Background: an optimization exercise with open tools, aiming at small area, a short achievable clock period and few clock cycles. Do not read the settings as production practice. Function was checked by simulation only, so behaviour that the tests miss may differ from the original. The flow treats the clock pin as an ideal source, which a real chip does not have.

// mvdm_top
module mvdm_top (
    input  logic       clk,
    input  logic       rst_n,
    input  logic       in_valid,
    input  logic       in_valid2,
    input  logic [7:0] in_data,
    output logic       out_valid,
    output logic       out_sad
);
Size in the first run: roughly 17,000 cells after synthesis, ~14 I/O pins.
clock: 15.0 ns
lec_check: 0
cap_margin: 20
core_margin: 2
core_utilization: 40
cts_cluster_diameter: 70
cts_cluster_size: 30
slew_margin: 20
standard.sh (not shown) runs the stock make flow with config.mk's settings and CLKGATE_MAP_FILE= SYNTH_SCRIPT=/design/flow/synth_recipe.tcl, a recipe that flattens the netlist after the stock synthesis.
==> flow/flow/run.sh <==
#!/bin/bash
# Standard layout (the standard.sh), with two extra steps:
#  - after placement, the buffers on the output ports become buf_2 (the
#    standard flow puts a delay cell, clkdlybuf4s50_1, there);
#  - after clock tree synthesis, one more setup repair pass that works to a
#    setup margin, since the design runs well below the 15 ns period.
# Every tool's output goes to a log file of its own in this folder.
set -euo pipefail
bash standard.sh synth floorplan place > flow_1_synth_place.log 2>&1
openroad -no_init -exit flow/ports.tcl > flow_2_ports.log 2>&1
bash standard.sh cts > flow_3_cts.log 2>&1
openroad -no_init -exit flow/repair.tcl > flow_4_repair.log 2>&1
bash standard.sh > flow_5_route_finish.log 2>&1
==> flow/flow/ports.tcl <==
# output port buffers of the placed design become buf_2, then legalize
set r orfs/results/sky130hd/mvdm_top/base
read_liberty $::env(FLOW_HOME)/platforms/sky130hd/lib/sky130_fd_sc_hd__tt_025C_1v80.lib
read_db $r/3_place.odb
set block [ord::get_db_block]
foreach bterm [$block getBTerms] {
  if {[$bterm getIoType] != "OUTPUT"} { continue }
  foreach iterm [[$bterm getNet] getITerms] {
    if {[$iterm isOutputSignal]} {
      set inst [$iterm getInst]
      puts "port [$bterm getName]: [$inst getName] [[$inst getMaster] getName] -> sky130_fd_sc_hd__buf_2"
      replace_cell [get_cells [$inst getName]] sky130_fd_sc_hd__buf_2
    }
  }
}
detailed_placement
check_placement -verbose
write_db $r/3_place.odb
==> flow/flow/repair.tcl <==
# one more setup repair pass on the clock tree stage result, to a margin
set r orfs/results/sky130hd/mvdm_top/base
read_liberty $::env(FLOW_HOME)/platforms/sky130hd/lib/sky130_fd_sc_hd__tt_025C_1v80.lib
read_db $r/4_cts.odb
read_sdc $r/4_cts.sdc
source $::env(FLOW_HOME)/platforms/sky130hd/setRC.tcl
set_propagated_clock [all_clocks]
set_dont_use {sky130_fd_sc_hd__probe_p_8 sky130_fd_sc_hd__probec_p_8 sky130_fd_sc_hd__lpflow_*}
estimate_parasitics -placement
report_worst_slack
report_design_area
repair_timing -setup -setup_margin 10.7 -repair_tns 100 -verbose
detailed_placement
check_placement -verbose
estimate_parasitics -placement
report_worst_slack
report_worst_slack -min
report_design_area
write_db $r/4_cts.odb
Testbench counts at the start, summed over its fixed seeds: cycles 17,711.
==> next run, changes <==
Settings changed: CORE_UTILIZATION 40 to 52, CTS_CLUSTER_DIAMETER 70 to 60, CTS_CLUSTER_SIZE 30 to 26, PLACE_DENSITY from default to 0.68.
=> The changed run finished with timing, DRC and antenna clean. Final cell count decreases by 6.7%. Wire length decreases by 3.7%. Non-clock buffer count decreases by 13. Sequential cell count stays the same. Register-to-register slack improves by 0.12 ns. Sequential share of layout area increases by 0.22 points. Worst setup slack degrades by 0.022 ns.
==> next run, changes <==
==> flow/run.sh (new file) <==
#!/bin/bash
# synth_recipe.tcl (not shown) runs the flow's synth.tcl, then flattens the netlist and writes it again
# the make line also repeats each setting of config.mk as NAME=value (left out here)
make -C /OpenROAD-flow-scripts/flow DESIGN_CONFIG=/design/flow/config.mk WORK_HOME=/design/flow/orfs CLKGATE_MAP_FILE= SYNTH_SCRIPT=/design/flow/synth_recipe.tcl finish
Settings changed: CORE_UTILIZATION 52 to 40, PLACE_DENSITY 0.68 to default.
removed: flow/flow/run.sh
removed: flow/flow/ports.tcl
removed: flow/flow/repair.tcl
removed: flow/standard.sh
Result:
- via count came out lower by 0.47%
- global-route usage came out lower by 5.4 points
- first-iteration DRC count came out lower by 6.2%
- die area came out higher by 30%
- synthesized cell count is unchanged
- wire length came out higher by 4.0%
==> next run, changes <==
==> flow/flow/run.sh (new file) <==
#!/bin/bash
# Standard layout (the standard.sh), with two extra steps:
#  - after placement, the buffers on the output ports become buf_2 (the
#    standard flow puts a delay cell, clkdlybuf4s50_1, there);
#  - clock tree synthesis drives its leaf clusters with clkbuf_8;
#  - after clock tree synthesis, one more setup repair pass that works to a
#    setup margin, since the design runs well below the 15 ns period.
# Every tool's output goes to a log file of its own in this folder.
set -euo pipefail
bash standard.sh synth floorplan place > flow_1_synth_place.log 2>&1
openroad -no_init -exit flow/ports.tcl > flow_2_ports.log 2>&1
CTS_ARGS="-sink_clustering_enable -repair_clock_nets -sink_clustering_size 16 -sink_clustering_max_diameter 45 -sink_clustering_buffer sky130_fd_sc_hd__clkbuf_8 -buf_list sky130_fd_sc_hd__clkbuf_16" \
  bash standard.sh cts > flow_3_cts.log 2>&1
openroad -no_init -exit flow/repair.tcl > flow_4_repair.log 2>&1
bash standard.sh > flow_5_route_finish.log 2>&1
==> flow/flow/ports.tcl (new file) <==
# output port buffers of the placed design become buf_2, then legalize
set r orfs/results/sky130hd/mvdm_top/base
read_liberty $::env(FLOW_HOME)/platforms/sky130hd/lib/sky130_fd_sc_hd__tt_025C_1v80.lib
read_db $r/3_place.odb
set block [ord::get_db_block]
foreach bterm [$block getBTerms] {
  if {[$bterm getIoType] != "OUTPUT"} { continue }
  foreach iterm [[$bterm getNet] getITerms] {
    if {[$iterm isOutputSignal]} {
      set inst [$iterm getInst]
      puts "port [$bterm getName]: [$inst getName] [[$inst getMaster] getName] -> sky130_fd_sc_hd__buf_2"
      replace_cell [get_cells [$inst getName]] sky130_fd_sc_hd__buf_2
    }
  }
}
detailed_placement
check_placement -verbose
write_db $r/3_place.odb
==> flow/flow/repair.tcl (new file) <==
# one more setup repair pass on the clock tree stage result, to a margin
set r orfs/results/sky130hd/mvdm_top/base
read_liberty $::env(FLOW_HOME)/platforms/sky130hd/lib/sky130_fd_sc_hd__tt_025C_1v80.lib
read_db $r/4_cts.odb
read_sdc $r/4_cts.sdc
source $::env(FLOW_HOME)/platforms/sky130hd/setRC.tcl
set_propagated_clock [all_clocks]
set_dont_use {sky130_fd_sc_hd__probe_p_8 sky130_fd_sc_hd__probec_p_8 sky130_fd_sc_hd__lpflow_*}
estimate_parasitics -placement
report_worst_slack
report_design_area
repair_timing -setup -setup_margin 10.7 -repair_tns 100 -verbose
detailed_placement
check_placement -verbose
estimate_parasitics -placement
report_worst_slack
report_worst_slack -min
report_design_area
write_db $r/4_cts.odb
==> flow/standard.sh (new file) <==
#!/bin/bash
# synth_recipe.tcl (not shown) runs the flow's synth.tcl, then flattens the netlist and writes it again
# the make line also repeats each setting of config.mk as NAME=value (left out here)
make -C /OpenROAD-flow-scripts/flow DESIGN_CONFIG=/design/flow/config.mk WORK_HOME=/design/flow/orfs CLKGATE_MAP_FILE= SYNTH_SCRIPT=/design/flow/synth_recipe.tcl "${@:-finish}"
Settings changed: CORE_UTILIZATION 40 to 52, PLACE_DENSITY from default to 0.68.
removed: flow/run.sh
Die area came out lower by about a fifth.
Worst hold slack barely changes.
Global-route usage came out higher by 5.3 points.
Synthesized area is unchanged.
Core utilization came out higher by 12 points.
Count of clock-buffer cells in the layout came out higher by 59.
Cell count came out lower by a few percent.

==> afterwards: timing with drivers on the ports <==
No port has a modelled driver above. Below, the same layouts with a new extraction and two added sets of constraints. Step 1 sets driving cells, clkbuf_16 on the clock port and buf_2 on the other inputs (assumed; they add their load-dependent delay and slew). Step 2 moves the port delays by t, midway between the first and last clock arrival at a register: inputs arrive t later, outputs are due t later. That takes back most of the time a late clock gives input paths. a / b / c = no drivers / after step 1 / after step 2; a / b = the first two.
run | shift t [ns] | setup WS [ns] | clock arrival spread, ns | slew at the worst register clock pin (ns)
the first run | 1.093 | 10.499 / 10.392 / 9.629 | 0.084 / 0.084 | 0.11 / 0.11
the second run | 1.067 | 10.477 / 10.375 / 9.714 | 0.137 / 0.137 | 0.10 / 0.10
the third run | 1.083 | 9.715 / 9.715 / 9.097 | 0.093 / 0.093 | 0.10 / 0.10
the fourth run | 1.047 | 10.430 / 10.319 / 9.708 | 0.057 / 0.057 | 0.10 / 0.10
After both steps every run listed still meets setup and hold. The setup slack of the first run, which loses most, moves by -0.107 ns with the drivers and by -0.870 ns with both steps.
